This is an optimization exercise on Yosys and OpenROAD, whose aim is small area, a short achievable clock period and few clock cycles per item, not a production implementation. In this exercise RTL edits were held to simulation tests only and were not proved equivalent to the original. No activity file was given, so power comes from the tool's default toggle rates.

## old
==> flow/design.v (excerpt) <==
module height_color_map_shade #(
  parameter int unsigned MAX_ENTRIES = 7,
  parameter logic [7:0]  CUT         = 8'b1010_1011
) (
  input  logic              clk_i,
  input  logic              rst_ni,
  input  logic              start,
  output logic              busy,
  input  logic [7:0]        height_level_i,
  output logic              result_valid_o,
  output logic [7:0]        red_o,
  output logic [7:0]        green_o,
  output logic [7:0]        blue_o,
  output logic              table_hit_o,
  input  logic              psel,
  input  logic              penable,
  input  logic              pwrite,
  input  logic [hcms_pkg::ADDR_W-1:0] paddr,
  input  logic [hcms_pkg::DATA_W-1:0] pwdata,
  output logic [hcms_pkg::DATA_W-1:0] prdata,
  output logic              pready
);
make LEC_CHECK=0 CAP_MARGIN=20 CORE_MARGIN=2 CORE_UTILIZATION=40 SETUP_SLACK_MARGIN=2.7 SLEW_MARGIN=20 finish   # period 5.0 ns
run.sh (not shown) runs the stock make flow with config.mk's settings and CLKGATE_MAP_FILE= SYNTH_SCRIPT=/design/flow/synth_recipe.tcl, a recipe that flattens the netlist after the stock synthesis.
old: done, clean on timing, DRC and antenna
Testbench counts of old, summed over its fixed seeds: cycles 16,832, items 16,384.
## Diff of input files: new against old
- a change of CORE_UTILIZATION from 40 to 60
Findings:
For new, the end of the critical path was g_cut[3].g_reg.beat_q[11]$_DFF_P_, unlike old, where it was g_cut[3].g_reg.beat_q[8]$_DFF_P_. Looking at number of vias per cell after detailed routing across new and old, the one that comes out higher is new. Final critical-path setup slack (higher): old. For sequential cell power, old and new come out practically identical. Of the two candidates, old has the worse DRC marker count from the first detailed-route iteration and new the better one. On power after layout, old tracks new almost exactly. new: minimum clock period is 0.016 ns higher than what old reported. When the final numbers for new and old were put side by side, the cell leakage power turned out to be greater in old. The combinational power on old is in line with that on new.

height_color_map_shade, a different RTL version from the one above (not shown whole).
For scale: about 2200 cells after synthesis, ~530 flip-flops, about 110 I/O pins, ~0.024 mm2 of cells after synthesis.
clock: 5.0 ns
lec_check: 0
cap_margin: 20
core_margin: 2
core_utilization: 60
cts_cluster_diameter: 100
cts_cluster_size: 30
setup_slack_margin: 2.65
slew_margin: 20
Testbench counts at the start, summed over its fixed seeds: cycles 17,024, items 16,384.
Then changed:
==> flow/flow/run.sh (new file) <==
#!/bin/bash
set -euo pipefail
export BUFFER_PORTS_ARGS="-buffer_cell sky130_fd_sc_hd__buf_2"
bash standard.sh > flow_standard.log 2>&1
==> flow/standard.sh (new file) <==
#!/bin/bash
# synth_recipe.tcl (not shown) runs the flow's synth.tcl, then flattens the netlist and writes it again
# the make line also repeats each setting of config.mk as NAME=value (left out here)
make -C /OpenROAD-flow-scripts/flow DESIGN_CONFIG=/design/flow/config.mk WORK_HOME=/design/flow/orfs CLKGATE_MAP_FILE= SYNTH_SCRIPT=/design/flow/synth_recipe.tcl "${@:-finish}"
removed: flow/run.sh
Effect: Register-to-register slack got worse by 0.03 ns; via count shrinks by 2.3%; first-iteration DRC count went down by 3.9%; combinational power falls by about 0.6%; setup slack degrades by 0.031 ns.

height_color_map_shade, a different RTL version from the one above (not shown whole).
For scale: roughly 110 I/O pins.
==> flow/config.mk <==
export PLATFORM = sky130hd
export DESIGN_NAME = height_color_map_shade
export DESIGN_NICKNAME = height_color_map_shade
export VERILOG_FILES = /design/flow/design.v
export SDC_FILE = /design/flow/constraint.sdc
export NUM_CORES = 4
export LEC_CHECK = 0
export CAP_MARGIN = 20
export CORE_MARGIN = 2
export CORE_UTILIZATION = 70
export CTS_CLUSTER_DIAMETER = 100
export CTS_CLUSTER_SIZE = 25
export SETUP_SLACK_MARGIN = 2.9
export SLEW_MARGIN = 20
==> flow/constraint.sdc <==
create_clock -name core_clock -period 5.0 [get_ports {clk_i}]
set_input_delay 1.0000 -clock core_clock [delete_from_list [all_inputs] [get_ports {clk_i}]]
set_output_delay 1.0000 -clock core_clock [all_outputs]
set_load 0.01 [all_outputs]
standard.sh (not shown) runs the stock make flow with config.mk's settings and CLKGATE_MAP_FILE= SYNTH_SCRIPT=/design/flow/synth_recipe.tcl, a recipe that flattens the netlist after the stock synthesis.
==> flow/flow/run.sh <==
#!/bin/bash
set -euo pipefail
export BUFFER_PORTS_ARGS="-buffer_cell sky130_fd_sc_hd__buf_2"
bash standard.sh > flow_standard.log 2>&1
Testbench counts at the start, summed over its fixed seeds: cycles 17,152, items 16,384.
Rerun with:
- CAP_MARGIN: 20 -> 10
- CORE_UTILIZATION: 70 -> 60
- SETUP_SLACK_MARGIN: 2.9 -> 2.8
- SLEW_MARGIN: 20 -> 10
=>
- worst hold slack loses 0.010 ns
- power falls by 2.1%
- utilization came out lower by 13 points
Rerun with:
- CAP_MARGIN: 10 -> 20
- CORE_UTILIZATION: 60 -> 65
- CTS_CLUSTER_SIZE: 25 -> 28
- SETUP_SLACK_MARGIN: 2.8 -> 2.75
- SLEW_MARGIN: 10 -> 20
The new run produced a clean layout.
Area after synthesis does not change.
Routed wire length came out lower by 1.8%.
Fmax is about the same.
Sequential power barely changes.
Synthesized cell count stays the same.
Rerun with:
==> flow/flow/run.sh (replaced) <==
#!/bin/bash
set -euo pipefail
export BUFFER_PORTS_ARGS="-buffer_cell sky130_fd_sc_hd__buf_1"
bash standard.sh > flow_standard.log 2>&1
- CORE_UTILIZATION: 65 -> 60
- CTS_CLUSTER_SIZE: 28 -> 25
- SETUP_SLACK_MARGIN: 2.75 -> 2.8
After rerunning: The new run ran to the end with no violations. Die area rose by a little under a tenth. Register-to-register slack barely changes. Setup slack got worse by 0.014 ns.

Setup of trial 17:
height_color_map_shade, a different RTL version from the one above (not shown whole).
Size: about 2100 cells after synthesis, ~510 flip-flops, roughly 110 I/O pins, roughly 0.023 mm² of cells after synthesis.
make LEC_CHECK=0 CAP_MARGIN=20 CORE_MARGIN=2 CORE_UTILIZATION=60 CTS_BUF_LIST=sky130_fd_sc_hd__clkbuf_8 SETUP_SLACK_MARGIN=2.7 SLEW_MARGIN=20 finish   # period 5.0 ns
run.sh (not shown) runs the stock make flow with config.mk's settings and CLKGATE_MAP_FILE= SYNTH_SCRIPT=/design/flow/synth_recipe.tcl, a recipe that flattens the netlist after the stock synthesis.
Stock flow here: none of the scripts above is used.
Trial 17 reached the final stage; the timing, design-rule and antenna checks on its layout passed.
Testbench counts of trial 17, summed over its fixed seeds: cycles 17,024, items 16,384.
[inputs] trial 33 vs trial 17
--- a/flow/config.mk
+++ b/flow/config.mk
@@ -10,3 +10,2 @@
 export CORE_UTILIZATION = 60
-export CTS_BUF_LIST = sky130_fd_sc_hd__clkbuf_8
 export SETUP_SLACK_MARGIN = 2.7
==> comparison <==
Across trial 17 and trial 33, the outcome is the same: a clean finish for every run.
Summary of trial 33 over trial 17: post-route antenna net violation count level, clock power share moved up, post-route worst setup slack moved up, total power draw level.

build 51:
Another version of the RTL of height_color_map_shade (not shown whole).
Size: ~2200 cells after synthesis, about 580 flip-flops, roughly 25000 µm² of cells after synthesis.
clock: 5.0 ns
lec_check: 0
cap_margin: 20
core_margin: 2
core_utilization: 60
cts_cluster_diameter: 100
cts_cluster_size: 25
setup_slack_margin: 2.8
slew_margin: 20
Testbench counts of build 51, summed over its fixed seeds: cycles 17,152, items 16,384.
Setup changes, build 51 to build 48
Settings: changing SETUP_SLACK_MARGIN from 2.8 to 2.65; changing CORE_UTILIZATION from 60 to 70.
==> flow/flow/run.sh (new file) <==
#!/bin/bash
set -euo pipefail
export BUFFER_PORTS_ARGS="-buffer_cell sky130_fd_sc_hd__buf_2"
bash standard.sh > flow_standard.log 2>&1
==> flow/standard.sh (new file) <==
#!/bin/bash
# synth_recipe.tcl (not shown) runs the flow's synth.tcl, then flattens the netlist and writes it again
# the make line also repeats each setting of config.mk as NAME=value (left out here)
make -C /OpenROAD-flow-scripts/flow DESIGN_CONFIG=/design/flow/config.mk WORK_HOME=/design/flow/orfs CLKGATE_MAP_FILE= SYNTH_SCRIPT=/design/flow/synth_recipe.tcl "${@:-finish}"
removed: flow/run.sh
==> results.txt <==
Build 48 vs build 51 — total area of sequential cells dropped slightly. Compare build 51 and build 48 | area growth from synthesis to final layout lower: build 48. In build 48 relative to build 51, post-route total power had gone down by a few percent. Fraction of area in multi-input gates, build 51 and build 48, lower one = build 51. Build 48 ends up with a final period utilization that is 0.39 points higher than in build 51. Row final critical delay including setup and external delays: build 48 higher / build 51 lower. Build 48 has die area below what build 51 had. Build 48 vs build 51: final worst slack down. On latest clock arrival within the worst-skew pair, build 48 tracks build 51 almost exactly. Total area of multi-input combinational cells: build 48 lower than build 51.
#### Input delta (build 93 over build 48)
Settings: swapping 70 for 60 in CORE_UTILIZATION; swapping 2.65 for 2.8 in SETUP_SLACK_MARGIN.
==> comparison <==
Build 93 completed end to end with timing, DRC and antenna clean.
Build 48 reached the final stage; the timing, design-rule and antenna checks on its layout passed.
Number of fillers in the final layout (lower): build 48
From build 48 to build 93 the numbers moved as follows: first-pass GRT wire length went up by about 5%, final core area utilization saw a decrease, worst-case hold slack higher, clock network power share held.
Compared to build 48, the router laid down more metal wire for build 93.
Against build 48, build 93 comes in 0.65 points lower on sequential share of layout area.
Clock-buffer cell count was lower in the run labelled build 48.
The design area in build 93 sits 400 µm² above the value recorded for build 48.

Another version of the RTL of height_color_map_shade (not shown whole).
For scale: about 2,100 cells after synthesis, ~510 flip-flops, ~110 I/O pins, roughly 24,000 µm² of cells after synthesis.
==> flow/design.v (excerpt) <==
module height_color_map_shade #(
  parameter int unsigned MAX_ENTRIES = 7
) (
  input  logic              clk_i,
  input  logic              rst_ni,
  input  logic              start,
  output logic              busy,
  input  logic [7:0]        height_level_i,
  output logic              result_valid_o,
  output logic [7:0]        red_o,
  output logic [7:0]        green_o,
  output logic [7:0]        blue_o,
  output logic              table_hit_o,
  input  logic              psel,
  input  logic              penable,
  input  logic              pwrite,
  input  logic [hcms_pkg::ADDR_W-1:0] paddr,
  input  logic [hcms_pkg::DATA_W-1:0] pwdata,
  output logic [hcms_pkg::DATA_W-1:0] prdata,
  output logic              pready
);
Settings: LEC_CHECK=0, CAP_MARGIN=20, CORE_MARGIN=2, CORE_UTILIZATION=60, SETUP_SLACK_MARGIN=2.2, SLEW_MARGIN=20; clock period 5.0 ns.
Stock flow here: none of the scripts above is used.
The baseline produced a clean layout.
Testbench counts at the start, summed over its fixed seeds: cycles 17,088, items 16,384.
Next try:
--- a/flow/config.mk
+++ b/flow/config.mk
@@ -11 +11 @@
-export SETUP_SLACK_MARGIN = 2.2
+export SETUP_SLACK_MARGIN = 2.5
Outcome: Global-route usage climbs by 1.0 points. Final area increases by a few percent. Wire length rose by a few percent. Clock power grows by a few percent. Total power goes up by a few percent. First-iteration DRC count climbs by a little under a tenth.

## re-timing with driven ports
No port has a modelled driver above. Below, the same layouts with a new extraction and two added sets of constraints. Step 1, drivers: a clkbuf_16 drives clk_i and a buf_2 each remaining input, both assumed. Step 2 times the ports against the registers' clock, not the clock port: input delays grow and output delays shrink by t, the midpoint of the rising clock arrivals with the driver on. Three values: ideal, step 1, step 2; two values: the first two.
| run | t (ns) | setup slack, ns | hold slack, ns | worst setup path after step 2 | slew at the worst register clock pin (ns) |
|---|---|---|---|---|---|
| old | 0.629 | 1.256 / 1.256 / 1.256 | 0.315 / 0.315 / 0.315 | register to register | 0.06 / 0.06 |
| new | 0.625 | 1.240 / 1.240 / 1.240 | 0.302 / 0.302 / 0.302 | register to register | 0.06 / 0.06 |
| the first run of note 2 | 0.630 | 2.499 / 2.499 / 1.995 | 0.333 / 0.333 / 0.333 | input to register | 0.12 / 0.12 |
| the second run of note 2 | 0.628 | 2.469 / 2.469 / 1.987 | 0.329 / 0.329 / 0.329 | input to register | 0.12 / 0.12 |
| the first run of note 3 | 0.643 | 2.754 / 2.754 / 2.292 | 0.329 / 0.329 / 0.329 | input to register | 0.10 / 0.10 |
| the second run of note 3 | 0.647 | 2.753 / 2.753 / 2.232 | 0.319 / 0.319 / 0.319 | input to register | 0.10 / 0.10 |
| the third run of note 3 | 0.634 | 2.751 / 2.751 / 2.191 | 0.331 / 0.331 / 0.331 | input to register | 0.11 / 0.11 |
| the fourth run of note 3 | 0.647 | 2.737 / 2.737 / 2.216 | 0.235 / 0.206 / 0.327 | input to register | 0.10 / 0.10 |
| trial 17 | 0.690 | 2.312 / 2.312 / 2.001 | 0.315 / 0.315 / 0.315 | input to register | 0.07 / 0.07 |
| trial 33 | 0.659 | 2.333 / 2.333 / 2.059 | 0.318 / 0.318 / 0.318 | input to register | 0.06 / 0.06 |
| build 51 | 0.641 | 2.655 / 2.655 / 2.255 | 0.324 / 0.324 / 0.324 | input to register | 0.11 / 0.11 |
| build 48 | 0.643 | 2.636 / 2.636 / 2.067 | 0.321 / 0.321 / 0.321 | input to register | 0.10 / 0.10 |
| build 93 | 0.644 | 2.685 / 2.685 / 2.314 | 0.325 / 0.325 / 0.325 | input to register | 0.10 / 0.10 |
| the first run of note 6 | 0.662 | 1.896 / 1.896 / 1.644 | 0.314 / 0.314 / 0.314 | input to register | 0.06 / 0.06 |
| the second run of note 6 | 0.659 | 1.919 / 1.919 / 1.903 | 0.323 / 0.323 / 0.323 | input to register | 0.07 / 0.07 |
After both steps setup and hold are still met in every run listed. For build 48, which loses most, drivers alone change the setup slack by 0.000 ns; drivers and shift together by -0.569 ns.
